Background: an optimization exercise with open tools, aiming at small area and a short achievable clock period. Do not read the settings as production practice.
Function was checked by simulation only, so behaviour that the tests miss may differ from the original.
Power is estimated from default activity; no workload was simulated.

**run.sh**
```bash
#!/bin/bash
# synth_recipe.tcl (not shown) runs the flow's synth.tcl, then flattens the netlist and writes it again
# the make line also repeats each setting of config.mk as NAME=value (left out here)
make -C /OpenROAD-flow-scripts/flow DESIGN_CONFIG=/design/flow/config.mk WORK_HOME=/design/flow/orfs CLKGATE_MAP_FILE= SYNTH_SCRIPT=/design/flow/synth_recipe.tcl finish
```
**config.mk**
```make
export PLATFORM = sky130hd
export DESIGN_NAME = cpu_mem_responder
export DESIGN_NICKNAME = cpu_mem_responder
export VERILOG_FILES = /design/flow/design.v
export SDC_FILE = /design/flow/constraint.sdc
export NUM_CORES = 4
export LEC_CHECK = 0
export CAP_MARGIN = 20
export CORE_MARGIN = 2
export CORE_UTILIZATION = 40
export SLEW_MARGIN = 20
```
**constraint.sdc**
```tcl
create_clock -name core_clock -period 5.0 [get_ports {clk}]
set_input_delay 1.0000 -clock core_clock [delete_from_list [all_inputs] [get_ports {clk}]]
set_output_delay 1.0000 -clock core_clock [all_outputs]
set_load 0.01 [all_outputs]
```
**design.v**
```verilog
package cpu_mem_pkg;
    localparam int MEM_ADDR_W = 8;
    localparam int MEM_DATA_W = 16;
    localparam int CNT_W = 4;
    typedef enum logic [1:0] {
        IDLE = 2'd0,
        WAIT = 2'd1,
        RESP = 2'd2
    } state_t;
endpackage
module resp_mem_array #(
    parameter int ADDR_W = cpu_mem_pkg::MEM_ADDR_W,
    parameter int DATA_W = cpu_mem_pkg::MEM_DATA_W,
    parameter int DEPTH  = 200
) (
    input  logic              clk,
    input  logic              en,
    input  logic              we,
    input  logic [ADDR_W-1:0] addr,
    input  logic [DATA_W-1:0] wdata,
    output logic [DATA_W-1:0] rdata
);
    logic [DATA_W-1:0] mem_array [0:DEPTH-1];
    logic [DATA_W-1:0] rdata_reg;
    always_ff @(posedge clk) begin
        if (en) begin
            if (we) begin
                mem_array[addr] <= wdata;
            end else begin
                rdata_reg <= mem_array[addr];
            end
        end
    end
    assign rdata = rdata_reg;
endmodule
module cpu_mem_responder #(
    parameter int ADDR_W   = cpu_mem_pkg::MEM_ADDR_W,
    parameter int DATA_W   = cpu_mem_pkg::MEM_DATA_W,
    parameter int DEPTH    = 200,
    parameter int WAIT_CYC = 2
) (
    input  logic              clk,
    input  logic              rst,
    input  logic              req,
    input  logic              wr,
    input  logic [ADDR_W-1:0] addr,
    input  logic [DATA_W-1:0] wdata,
    output logic              ack,
    output logic [DATA_W-1:0] rdata,
    output logic              err,
    output logic              busy
);
    generate
        if (WAIT_CYC < 0 || WAIT_CYC > 15 || DEPTH < 1 ||
            64'(DEPTH) > (64'd1 << ADDR_W)) begin : g_param_check
            $error("cpu_mem_responder: illegal WAIT_CYC or DEPTH");
        end
    endgenerate
    localparam logic [cpu_mem_pkg::CNT_W-1:0] WAIT_CNT = cpu_mem_pkg::CNT_W'(WAIT_CYC);
    localparam logic [31:0]      DEPTH_U  = 32'(DEPTH);
    cpu_mem_pkg::state_t            state_reg;
    logic [cpu_mem_pkg::CNT_W-1:0]  cnt_reg;
    logic              wr_q;
    logic [ADDR_W-1:0] addr_q;
    logic [DATA_W-1:0] wdata_q;
    logic              ack_reg;
    logic              err_reg;
    logic              busy_reg;
    logic              rdata_zero_reg;
    logic              accept;
    logic              resp_entry;
    logic              op_wr;
    logic [ADDR_W-1:0] op_addr;
    logic [DATA_W-1:0] op_wdata;
    logic              op_in_range;
    logic              addr_q_in_range;
    logic              mem_en;
    logic [DATA_W-1:0] mem_rdata;
    always_comb begin
        accept     = (state_reg == cpu_mem_pkg::IDLE) && req;
        resp_entry = (accept && (WAIT_CYC == 0)) ||
                     ((state_reg == cpu_mem_pkg::WAIT) && (cnt_reg == cpu_mem_pkg::CNT_W'(1)));
        if (state_reg == cpu_mem_pkg::IDLE) begin
            op_wr    = wr;
            op_addr  = addr;
            op_wdata = wdata;
        end else begin
            op_wr    = wr_q;
            op_addr  = addr_q;
            op_wdata = wdata_q;
        end
        op_in_range     = 32'(op_addr) < DEPTH_U;
        addr_q_in_range = 32'(addr_q) < DEPTH_U;
        mem_en = rst && resp_entry && op_in_range;
    end
    resp_mem_array #(
        .ADDR_W (ADDR_W),
        .DATA_W (DATA_W),
        .DEPTH  (DEPTH)
    ) u_mem (
        .clk   (clk),
        .en    (mem_en),
        .we    (op_wr),
        .addr  (op_addr),
        .wdata (op_wdata),
        .rdata (mem_rdata)
    );
    always_ff @(posedge clk) begin
        if (!rst) begin
            state_reg      <= cpu_mem_pkg::IDLE;
            cnt_reg        <= '0;
            wr_q           <= 1'b0;
            addr_q         <= '0;
            wdata_q        <= '0;
            ack_reg        <= 1'b0;
            err_reg        <= 1'b0;
            busy_reg       <= 1'b0;
            rdata_zero_reg <= 1'b1;
        end else begin
            ack_reg <= 1'b0;
            err_reg <= 1'b0;
            if (resp_entry) begin
                if (!op_in_range) begin
                    rdata_zero_reg <= 1'b1;
                end else if (!op_wr) begin
                    rdata_zero_reg <= 1'b0;
                end
            end
            case (state_reg)
                cpu_mem_pkg::IDLE: begin
                    busy_reg <= req;
                    if (req) begin
                        wr_q      <= wr;
                        addr_q    <= addr;
                        wdata_q   <= wdata;
                        cnt_reg   <= WAIT_CNT;
                        state_reg <= (WAIT_CYC == 0) ? cpu_mem_pkg::RESP : cpu_mem_pkg::WAIT;
                    end
                end
                cpu_mem_pkg::WAIT: begin
                    cnt_reg <= cnt_reg - 1'b1;
                    if (cnt_reg == cpu_mem_pkg::CNT_W'(1)) begin
                        state_reg <= cpu_mem_pkg::RESP;
                    end
                end
                cpu_mem_pkg::RESP: begin
                    ack_reg   <= 1'b1;
                    err_reg   <= !addr_q_in_range;
                    state_reg <= cpu_mem_pkg::IDLE;
                end
                default: begin
                    state_reg <= cpu_mem_pkg::IDLE;
                end
            endcase
        end
    end
    assign ack   = ack_reg;
    assign err   = err_reg;
    assign busy  = busy_reg;
    assign rdata = rdata_zero_reg ? '0 : mem_rdata;
endmodule
```
==> run_results.csv <==
group,metric,value,unit
sta,slew_headroom,26.3,%
clock_tree,cts-buffers-inserted,337,
power,swShare,23.4,%
clock_tree,cts.htree.levels,5,
yosys,synthCells,6924,
drt,routed_wl,360000,um
place,dp_hpwl,213000,um
clock_tree,hold_buffers,0,
yosys,syn_avg_cell_area,17.5,sq um
drt,drc,0,
setup_path,cp-endpoint,"u_mem.rdata_reg[2]",
power,vdd_ir_drop_max,0.302,mV
sta,slew_violations,0,
setup_path,startpoint_type,"flop",
power,power.switching,14.1,mW
clock_tree,cts_root_buffer,"clkbuf_16",
sta,whs,0.464,ns
die,ios,47,
die,rows,201,
setup_path,worstSetupPathType,"reg2reg",
drt,antenna_left,0,
setup_path,path_common_cell,"nand3_1",
yosys,synth_seq_area_share,80.5,%
sta,worstMarginPinSlew,1.09,ns
power,power_frac_seq,50.5,%
place,place.gp.congestion,0.862,
clock_tree,clk_latency,0.88,ns
die,die_x,554,um
drt,via_count,71406,
job,maxCapViolCount,0,
clock_tree,cts_resized,0,
die,core,0.300,sq mm
clock_tree,clock_sinks,3251,
die,dieHeight,554,um
place,dp_cells,11009,
yosys,async_flop_share,0,%
drt,drtIter0Drc,10093,
global_routing,grt_max_degree,129,
layout,n_fill_cell,25104,
yosys,synth_edf_count,3216,
clock_tree,postCtsSetupRepairBufs,0,
sta,fmax,0.213,GHz
yosys,ys_types,53,
power,power,60.3,mW
sta,rsz0062_at_grt,"no",
layout,largest_reg_flops,3200,
setup_path,crit_path_cell_trace,"nor2_8 -> mux2i_4 -> buf_4 -> nand3_1 -> a32oi_1 -> a41o_1 -> nand3_1",
layout,syn_to_final_growth,17.1,%
yosys,syn-num-nets,6954,
yosys,synth_top_area_share,79.9,%
hold_path,worstHoldPathType,"reg2reg",
yosys,synth_warnings,2,
sta,hold_viol,0,
global_routing,gr-total-overflow,0,
sta,fin_worst_skew,0.0764,ns
global_routing,grt_pass1_wl,509000,um
setup_path,end_kind,"flop",
power,power.density,426,mW/mm^2
power,p_leak,44.1,nW
yosys,syn_area,0.121,sq mm
setup_path,rr_worst_depth,7,
yosys,synth_ff_type,"edfxtp_1",
setup_path,required,5.59,ns
global_routing,grt.total_usage,22.8,%
die,fp.dieArea,0.307,sq mm
layout,layout.nets,7420,
yosys,synth_largest_area_cell,"edfxtp_1",
yosys,synthTopCellsByArea,"edfxtp_1 80%, a22oi_1 9.5%, buf_2 1.3%",
drt,wire_per_inst,31.0,um
setup_path,r2r_end,"u_mem.rdata_reg[2]",
die,start_util,40.2,%
drt,first_pass_iters,6,
setup_path,rrSetupSlack,0.30,ns
setup_path,rr_startpoint,"state_reg[0]",
sta,setup_ws,0.302,ns
power,intPower,46.2,mW
setup_path,cp_data_arrival_time,5.29,ns
power,clockPowerShare,40.7,%
setup_path,cp_slowest_cell,"a32oi_1",
power,combPwrFrac,8.8,%
clock_tree,cts_tree,"yes",
setup_path,max_stage_delay,0.96,ns
outcome,status,"timing/DRC/antenna clean",
yosys,ys_ff_latch,3251,
global_routing,first_global_vias,68041,
sta,period_share,94.0,%
sta,setup_viol,0,
place,dp_slack,-0.361,ns
global_routing,antenna_found_initial,17,
drt,avgViaCountPerCell,6.14,
layout,drive_gt1_share,14.6,%
place,portBuffers,46,
clock_tree,clk_pin_slew,0.06,ns
setup_path,startpoint,"state_reg[0]",
layout,fin_util,47.1,%
layout,instances_no_fill,11628,
sta,fin_crit,4.70,ns
clock_tree,cts_max_path_buffers,4,
setup_path,critPathMaxFanout,58,
[metal layers]
layer / GRT usage (%) / vias to the layer above / part of all wire, %
li1: - / 29875 / -
met1: 31.5 / 36939 / 39
met2: 35.8 / 3963 / 47
met3: 4.08 / 617 / 9.4
met4: 9.01 / 12 / 4.2
met5: 0 / - / 0.022
[cell type report]
type                       count  area (sq um)  share of cell area [%]
inverter                       4          15.0                  0.0106
multi-input combinational   3138         21200                    15.0
tap                         3958          4950                    3.50
clock inverter               190          1880                    1.33
timing repair buffer         658          7370                    5.21
antenna                       17          42.5                  0.0301
clock buffer                 412          8800                    6.22
sequential                  3251         97300                    68.7
[synth_stat cells (3+ instances only)]
| library cell | count |
|---|---|
| a22o_1 | 32 |
| o21ai_0 | 6 |
| nand2_1 | 140 |
| nor2b_2 | 4 |
| buf_6 | 14 |
| and3_1 | 129 |
| a21oi_1 | 257 |
| o41ai_1 | 64 |
| dfxtp_1 | 35 |
| and2_0 | 3 |
| buf_2 | 309 |
| a21boi_0 | 26 |
| a32oi_1 | 96 |
| nor2b_1 | 17 |
| nand2b_1 | 8 |
| nand3b_1 | 4 |
| a41oi_1 | 16 |
| or4_1 | 3 |
| edfxtp_1 | 3216 |
| a22oi_1 | 1536 |
| a31oi_1 | 145 |
| buf_4 | 47 |
| buf_1 | 27 |
| and2_1 | 9 |
| nand3_1 | 309 |
| a211oi_1 | 32 |
| clkbuf_1 | 133 |
| o21ai_4 | 3 |
| o31ai_1 | 3 |
| a221oi_1 | 32 |
| inv_1 | 4 |
| nor2_1 | 206 |
| a41o_1 | 32 |
[layout by cell type (no fill, tap or decap), types with 26 or more instances in the layout]
cell type and n:
a211oi_1 32, a21boi_0 26, a21oi_1 257, a221oi_1 32, a22o_1 32, a22oi_1 1536
a31oi_1 144, a32oi_1 96, a41o_1 32, and3_1 129, buf_12 185, buf_4 425
bufinv_16 34, clkbuf_1 71, clkbuf_16 341, clkdlybuf4s50_1 46, clkinv_1 72, clkinv_2 61
dfxtp_1 35, edfxtp_1 3216, nand2_1 121, nand3_1 309, nor2_1 206, o41ai_1 61
[cells by family (layout without fill, tap and decap cells)]
family                   Yosys count  count (layout)  synth area share (%)
adder cells (fa/ha/maj)            2               2                0.0207
AND/OR/NAND/NOR                  845             845                  3.39
multiplexers                       4               4                0.0383
AO/OA/AOI/OAI                   2287            2287                  13.8
other                              0              17                     0
buffers and inverters            535            1264                  2.22
flip-flops                      3251            3251                  80.5
[power groups by stage]
stage / combinational, mW / clock (mW) / sequential [mW]
finish: 5.31 / 24.6 / 30.5
global route: 5.58 / 25.8 / 30.4
CTS: 5.27 / 24.8 / 30.5
detailed placement: 5.25 / 0 / 31.0
global placement: 5.19 / 0 / 31.0
floorplan: 2.72 / 0 / 31.2
[per-stage QoR]
stage               setup TNS (ns)  area (sq um)
floorplan                        0        121000
detailed placement           -1.86        131000
finish                           0        141000
CTS                              0        141000
global placement             -2.45        131000
global route                     0        141000
[worst min-delay path by stage]
stage | from | end | slack (ns) | cells after the start
global route | wdata_q[15] | wdata_q[15] | 0.49 | 2
CTS | wdata_q[0] | wdata_q[0] | 0.47 | 2
detailed placement | wdata_q[15] | wdata_q[15] | 0.46 | 2
finish | wdata_q[0] | wdata_q[0] | 0.46 | 2
global placement | wdata_q[1] | wdata_q[1] | 0.45 | 2
floorplan | wdata_q[15] | wdata_q[15] | 0.44 | 2
[critical path, delay by kind of cell (launching register included)]
kind,cells,cell delay (ns)
buffers and inverters,1,0.70
AND/OR/NAND/NOR,3,1.04
AO/OA/AOI/OAI,2,1.42
multiplexers,1,0.60
flip-flops,1,0.46

[afterwards: timing with drivers on the ports]
No port has a modelled driver above. Below, the same layout with a new extraction and two added sets of constraints. Step 1 assumes that a clkbuf_16 drives the clock port and a buf_2 every other input. Step 2 moves the port delays by t, midway between the first and last clock arrival at a register: inputs arrive t later, outputs are due t later. That takes back most of the time a late clock gives input paths. a / b / c = ideal ports / drivers / drivers and shift; a / b = the first two.
t, ns: 0.949
setup WS [ns]: 0.302 / 0.302 / -0.422
latest minus earliest clock arrival (ns): 0.093 / 0.092
slew at the worst register clock pin (ns): 0.07 / 0.07
cell pins on the clock port's net: 1
Met with ideal ports but missed after step 2: setup timing in this run. The setup slack of this run moves by 0.000 ns with the drivers and by -0.724 ns with both steps.
